This is an optimization exercise on Yosys and OpenROAD, whose aim is small area, not a production implementation. Function was checked by simulation only, so behaviour that the tests miss may differ from the original. No activity file was given, so power comes from the tool's default toggle rates.

Design vmem_accum_seq, start of the top module:
module vmem_accum_seq #(
  parameter int ADDR_W = 32,
  parameter int DATA_W = 32,
  parameter int LEN_W  = 11
) (
  input  logic              clk,
  input  logic              reset,
  input  logic              start,
  input  logic              op,
  input  logic [ADDR_W-1:0] src_a,
  input  logic [ADDR_W-1:0] src_b,
  input  logic [ADDR_W-1:0] dst,
  input  logic [LEN_W-1:0]  len,
  input  logic              reduce,
  output logic              busy,
  output logic              done,
  output logic [ADDR_W-1:0] vm_addr_a,
  output logic [ADDR_W-1:0] vm_addr_b,
  output logic [ADDR_W-1:0] vm_addr_c,
  output logic [DATA_W-1:0] vm_wd,
  output logic              vm_we,
  input  logic [DATA_W-1:0] vm_rv_a,
  input  logic [DATA_W-1:0] vm_rv_b
);
  logic              mulm, addm, dn_q, red_q;
  logic [LEN_W-1:0]  rem_q;
  logic [29:0]       pa_q, pb_q, pc_q;
  logic run, idle, acc, nz, last, cont;
  assign run  = mulm | addm;
  assign idle = ~run & ~dn_q;
  assign acc  = idle & start;
  assign nz   = (len != '0);
  assign last = (rem_q == LEN_W'(1));
  assign cont = run & ~last;
  logic red_in;
  assign red_in = reduce;
  logic [29:0] ia, ib, ic;
  logic [30:0] ka, kb, kc;
  assign ka[0] = 1'b1;
  assign kb[0] = 1'b1;
  assign kc[0] = ~red_q;
  always_comb begin
    for (int i = 0; i < 30; i++) begin
      ia[i]   = pa_q[i] ^ ka[i];
      ka[i+1] = pa_q[i] & ka[i];
      ib[i]   = pb_q[i] ^ kb[i];
      kb[i+1] = pb_q[i] & kb[i];
      ic[i]   = pc_q[i] ^ kc[i];
      kc[i+1] = pc_q[i] & kc[i];
    end
  end
  always_ff @(posedge clk) begin
    if (reset) begin
      mulm <= 1'b0;
      addm <= 1'b0;
      dn_q <= 1'b0;
    end else begin
      mulm <= acc ? (op & nz)  : (mulm & ~last);
  ...
export LEC_CHECK = 0
export ABC_AREA = 1
export CAP_MARGIN = 20
export CORE_MARGIN = 2
export CORE_UTILIZATION = 40
export CTS_BUF_LIST = sky130_fd_sc_hd__clkbuf_4 sky130_fd_sc_hd__clkbuf_8
export SLEW_MARGIN = 20
create_clock -name core_clock -period 12.5 [get_ports {clk}]
standard.sh (not shown) runs the stock make flow with config.mk's settings and CLKGATE_MAP_FILE= SYNTH_SCRIPT=/design/flow/synth_recipe.tcl, a recipe that flattens the netlist after the stock synthesis.
==> flow/flow/run.sh <==
#!/bin/bash
# Standard ORFS flow with three changes:
#  - after the standard synthesis, the combinational logic between the registers,
#    full adders and half adders is mapped again by ABC (flow/remap.abc); the
#    registers, full adders and half adders are kept as they are;
#  - flow/fixfa.py then moves inverters off full-adder and XOR pins (full adders
#    are self-dual);
#  - the port buffers that global placement inserts use sky130_fd_sc_hd__buf_1.
set -euo pipefail
R=orfs/results/${FLOW_PLATFORM}/vmem_accum_seq/base
LIB=${FLOW_HOME}/platforms/sky130hd/lib/sky130_fd_sc_hd__tt_025C_1v80.lib
bash standard.sh synth > synth.log 2>&1
cp $R/1_2_yosys.v $R/1_2_yosys.std.v
yosys -l remap.log -p "read_liberty -ignore_miss_func $LIB; read_verilog $R/1_2_yosys.std.v; hierarchy -top $FLOW_TOP; blackbox sky130_fd_sc_hd__fa_* sky130_fd_sc_hd__ha_* sky130_fd_sc_hd__df* sky130_fd_sc_hd__edf* sky130_fd_sc_hd__sdf* sky130_fd_sc_hd__dl* sky130_fd_sc_hd__conb_1; flatten; opt_clean -purge; abc -liberty $LIB -dont_use sky130_fd_sc_hd__probe_p_8 -dont_use sky130_fd_sc_hd__probec_p_8 -dont_use sky130_fd_sc_hd__lpflow_bleeder_1 -dont_use sky130_fd_sc_hd__lpflow_clkbufkapwr_1 -dont_use sky130_fd_sc_hd__lpflow_clkbufkapwr_16 -dont_use sky130_fd_sc_hd__lpflow_clkbufkapwr_2 -dont_use sky130_fd_sc_hd__lpflow_clkbufkapwr_4 -dont_use sky130_fd_sc_hd__lpflow_clkbufkapwr_8 -dont_use sky130_fd_sc_hd__lpflow_clkinvkapwr_1 -dont_use sky130_fd_sc_hd__lpflow_clkinvkapwr_16 -dont_use sky130_fd_sc_hd__lpflow_clkinvkapwr_2 -dont_use sky130_fd_sc_hd__lpflow_clkinvkapwr_4 -dont_use sky130_fd_sc_hd__lpflow_clkinvkapwr_8 -dont_use sky130_fd_sc_hd__lpflow_decapkapwr_12 -dont_use sky130_fd_sc_hd__lpflow_decapkapwr_3 -dont_use sky130_fd_sc_hd__lpflow_decapkapwr_4 -dont_use sky130_fd_sc_hd__lpflow_decapkapwr_6 -dont_use sky130_fd_sc_hd__lpflow_decapkapwr_8 -dont_use sky130_fd_sc_hd__lpflow_inputiso0n_1 -dont_use sky130_fd_sc_hd__lpflow_inputiso0p_1 -dont_use sky130_fd_sc_hd__lpflow_inputiso1n_1 -dont_use sky130_fd_sc_hd__lpflow_inputiso1p_1 -dont_use sky130_fd_sc_hd__lpflow_inputisolatch_1 -dont_use sky130_fd_sc_hd__lpflow_isobufsrc_1 -dont_use sky130_fd_sc_hd__lpflow_isobufsrc_16 -dont_use sky130_fd_sc_hd__lpflow_isobufsrc_2 -dont_use sky130_fd_sc_hd__lpflow_isobufsrc_4 -dont_use sky130_fd_sc_hd__lpflow_isobufsrc_8 -dont_use sky130_fd_sc_hd__lpflow_isobufsrckapwr_16 -dont_use sky130_fd_sc_hd__lpflow_lsbuf_lh_hl_isowell_tap_1 -dont_use sky130_fd_sc_hd__lpflow_lsbuf_lh_hl_isowell_tap_2  -script flow/remap.abc -D 4000; opt_clean -purge; rename -hide w:*.*; opt_clean -purge; hilomap -singleton -hicell sky130_fd_sc_hd__conb_1 HI -locell sky130_fd_sc_hd__conb_1 LO; splitnets; opt_clean -purge; insbuf -buf sky130_fd_sc_hd__buf_1 A X; stat -liberty $LIB; write_verilog -noattr -noexpr -nohex -nodec $R/1_2_yosys.remap.v" > /dev/null
python3 flow/fixfa.py $R/1_2_yosys.remap.v $R/1_2_yosys.v > fixfa.log 2>&1
rm -f $R/1_synth.odb $R/1_synth.sdc
bash standard.sh "BUFFER_PORTS_ARGS=-buffer_cell sky130_fd_sc_hd__buf_1" finish > layout.log 2>&1
Other scripts of this flow, unchanged in this note and not shown: flow/flow/fixfa.py, flow/flow/remap.abc
Next try:
Settings changed: CTS_BUF_LIST sky130_fd_sc_hd__clkbuf_4 sky130_fd_sc_hd__clkbuf_8 to default, GPL_TIMING_DRIVEN from default to 0.
=> The new run produced a clean layout; cell area is unchanged; clock skew fell by 4.2 ps; maximum frequency went down by about 1.2%; register-to-register slack gains 70 ps; setup slack got worse by 140 ps.


build 49:
vmem_accum_seq, a different RTL version from the one above (not shown whole).
Size in the first run: ~0.015 mm2 of cells after synthesis.
Settings: LEC_CHECK=0, ABC_AREA=1, CAP_MARGIN=20, CORE_MARGIN=2, CORE_UTILIZATION=40, SLEW_MARGIN=20; clock period 12.5 ns.
==> flow/flow/run.sh <==
#!/bin/bash
# Standard ORFS flow with three changes:
#  - after the standard synthesis, the combinational logic between the registers,
#    full adders and half adders is mapped again by ABC (flow/remap.abc); the
#    registers, full adders and half adders are kept as they are;
#  - flow/fixfa.py then moves inverters off full-adder and XOR pins (full adders
#    are self-dual);
#  - the port buffers that global placement inserts use sky130_fd_sc_hd__buf_1.
set -euo pipefail
R=orfs/results/${FLOW_PLATFORM}/vmem_accum_seq/base
LIB=${FLOW_HOME}/platforms/sky130hd/lib/sky130_fd_sc_hd__tt_025C_1v80.lib
bash standard.sh synth > synth.log 2>&1
cp $R/1_2_yosys.v $R/1_2_yosys.std.v
yosys -l remap.log -p "read_liberty -ignore_miss_func $LIB; read_verilog $R/1_2_yosys.std.v; hierarchy -top $FLOW_TOP; blackbox sky130_fd_sc_hd__fa_* sky130_fd_sc_hd__ha_* sky130_fd_sc_hd__df* sky130_fd_sc_hd__edf* sky130_fd_sc_hd__sdf* sky130_fd_sc_hd__dl* sky130_fd_sc_hd__conb_1; flatten; opt_clean -purge; abc -liberty $LIB -dont_use sky130_fd_sc_hd__probe_p_8 -dont_use sky130_fd_sc_hd__probec_p_8 -dont_use sky130_fd_sc_hd__lpflow_bleeder_1 -dont_use sky130_fd_sc_hd__lpflow_clkbufkapwr_1 -dont_use sky130_fd_sc_hd__lpflow_clkbufkapwr_16 -dont_use sky130_fd_sc_hd__lpflow_clkbufkapwr_2 -dont_use sky130_fd_sc_hd__lpflow_clkbufkapwr_4 -dont_use sky130_fd_sc_hd__lpflow_clkbufkapwr_8 -dont_use sky130_fd_sc_hd__lpflow_clkinvkapwr_1 -dont_use sky130_fd_sc_hd__lpflow_clkinvkapwr_16 -dont_use sky130_fd_sc_hd__lpflow_clkinvkapwr_2 -dont_use sky130_fd_sc_hd__lpflow_clkinvkapwr_4 -dont_use sky130_fd_sc_hd__lpflow_clkinvkapwr_8 -dont_use sky130_fd_sc_hd__lpflow_decapkapwr_12 -dont_use sky130_fd_sc_hd__lpflow_decapkapwr_3 -dont_use sky130_fd_sc_hd__lpflow_decapkapwr_4 -dont_use sky130_fd_sc_hd__lpflow_decapkapwr_6 -dont_use sky130_fd_sc_hd__lpflow_decapkapwr_8 -dont_use sky130_fd_sc_hd__lpflow_inputiso0n_1 -dont_use sky130_fd_sc_hd__lpflow_inputiso0p_1 -dont_use sky130_fd_sc_hd__lpflow_inputiso1n_1 -dont_use sky130_fd_sc_hd__lpflow_inputiso1p_1 -dont_use sky130_fd_sc_hd__lpflow_inputisolatch_1 -dont_use sky130_fd_sc_hd__lpflow_isobufsrc_1 -dont_use sky130_fd_sc_hd__lpflow_isobufsrc_16 -dont_use sky130_fd_sc_hd__lpflow_isobufsrc_2 -dont_use sky130_fd_sc_hd__lpflow_isobufsrc_4 -dont_use sky130_fd_sc_hd__lpflow_isobufsrc_8 -dont_use sky130_fd_sc_hd__lpflow_isobufsrckapwr_16 -dont_use sky130_fd_sc_hd__lpflow_lsbuf_lh_hl_isowell_tap_1 -dont_use sky130_fd_sc_hd__lpflow_lsbuf_lh_hl_isowell_tap_2  -script flow/remap.abc; opt_clean -purge; rename -hide w:*.*; opt_clean -purge; hilomap -singleton -hicell sky130_fd_sc_hd__conb_1 HI -locell sky130_fd_sc_hd__conb_1 LO; splitnets; opt_clean -purge; insbuf -buf sky130_fd_sc_hd__buf_1 A X; stat -liberty $LIB; write_verilog -noattr -noexpr -nohex -nodec $R/1_2_yosys.remap.v" > /dev/null
python3 flow/fixfa.py $R/1_2_yosys.remap.v $R/1_2_yosys.v > fixfa.log 2>&1
rm -f $R/1_synth.odb $R/1_synth.sdc
bash standard.sh "BUFFER_PORTS_ARGS=-buffer_cell sky130_fd_sc_hd__buf_1" finish > layout.log 2>&1
Other scripts of this flow, unchanged in this note and not shown: flow/flow/fixfa.py, flow/flow/remap.abc
Setup changes, build 49 to trial 12
Settings: setting CTS_CLUSTER_SIZE to 10 for the first time; setting CTS_BUF_LIST to sky130_fd_sc_hd__clkbuf_8 for the first time.
## What came out
[trial 12 vs build 49] combinational cell fraction of total power: higher in trial 12
Via count across trial 12 and build 49: no real change.
Sort trial 12 and build 49 by utilization, descending, and build 49 comes first.
Looking at final critical-path required period, trial 12 sits below build 49.
Compared build 49 against trial 12; critical path depth in cells within noise.

## static timing again, ports no longer ideal
The results above use ideal ports. As a check the final layouts listed here were re-extracted and re-timed, cells and wires unchanged.
Step 1 (the two cells are an assumption about what drives the block):
set clk [get_ports {clk}]
set_driving_cell -lib_cell sky130_fd_sc_hd__clkbuf_16 $clk
set_driving_cell -lib_cell sky130_fd_sc_hd__buf_2 [delete_from_list [all_inputs] $clk]
Step 2, shift: input delay + t, output delay - t, t = (earliest + latest rising clock arrival at the registers) / 2. This alone moves slack from input paths to output paths.
Three values: no drivers, after step 1, after step 2; two values: the first two.
run	shift t [ns]	setup slack, ns	clock arrival spread, ns	worst data-port slew with drivers (ns)	cell pins on the clock port's net
the first run of note 1	0.427	0.579 / 0.524 / 0.524	0.026 / 0.027	0.15	1
the second run of note 1	0.410	0.436 / 0.363 / 0.363	0.015 / 0.015	0.11	1
build 49	0.393	0.462 / 0.439 / 0.439	0.017 / 0.018	0.11	1
trial 12	0.418	0.466 / 0.444 / 0.444	0.027 / 0.028	0.11	1
After both steps every run listed still meets setup and hold. For the second run of note 1, which loses most, drivers alone change the setup slack by -0.073 ns; drivers and shift together by -0.073 ns.
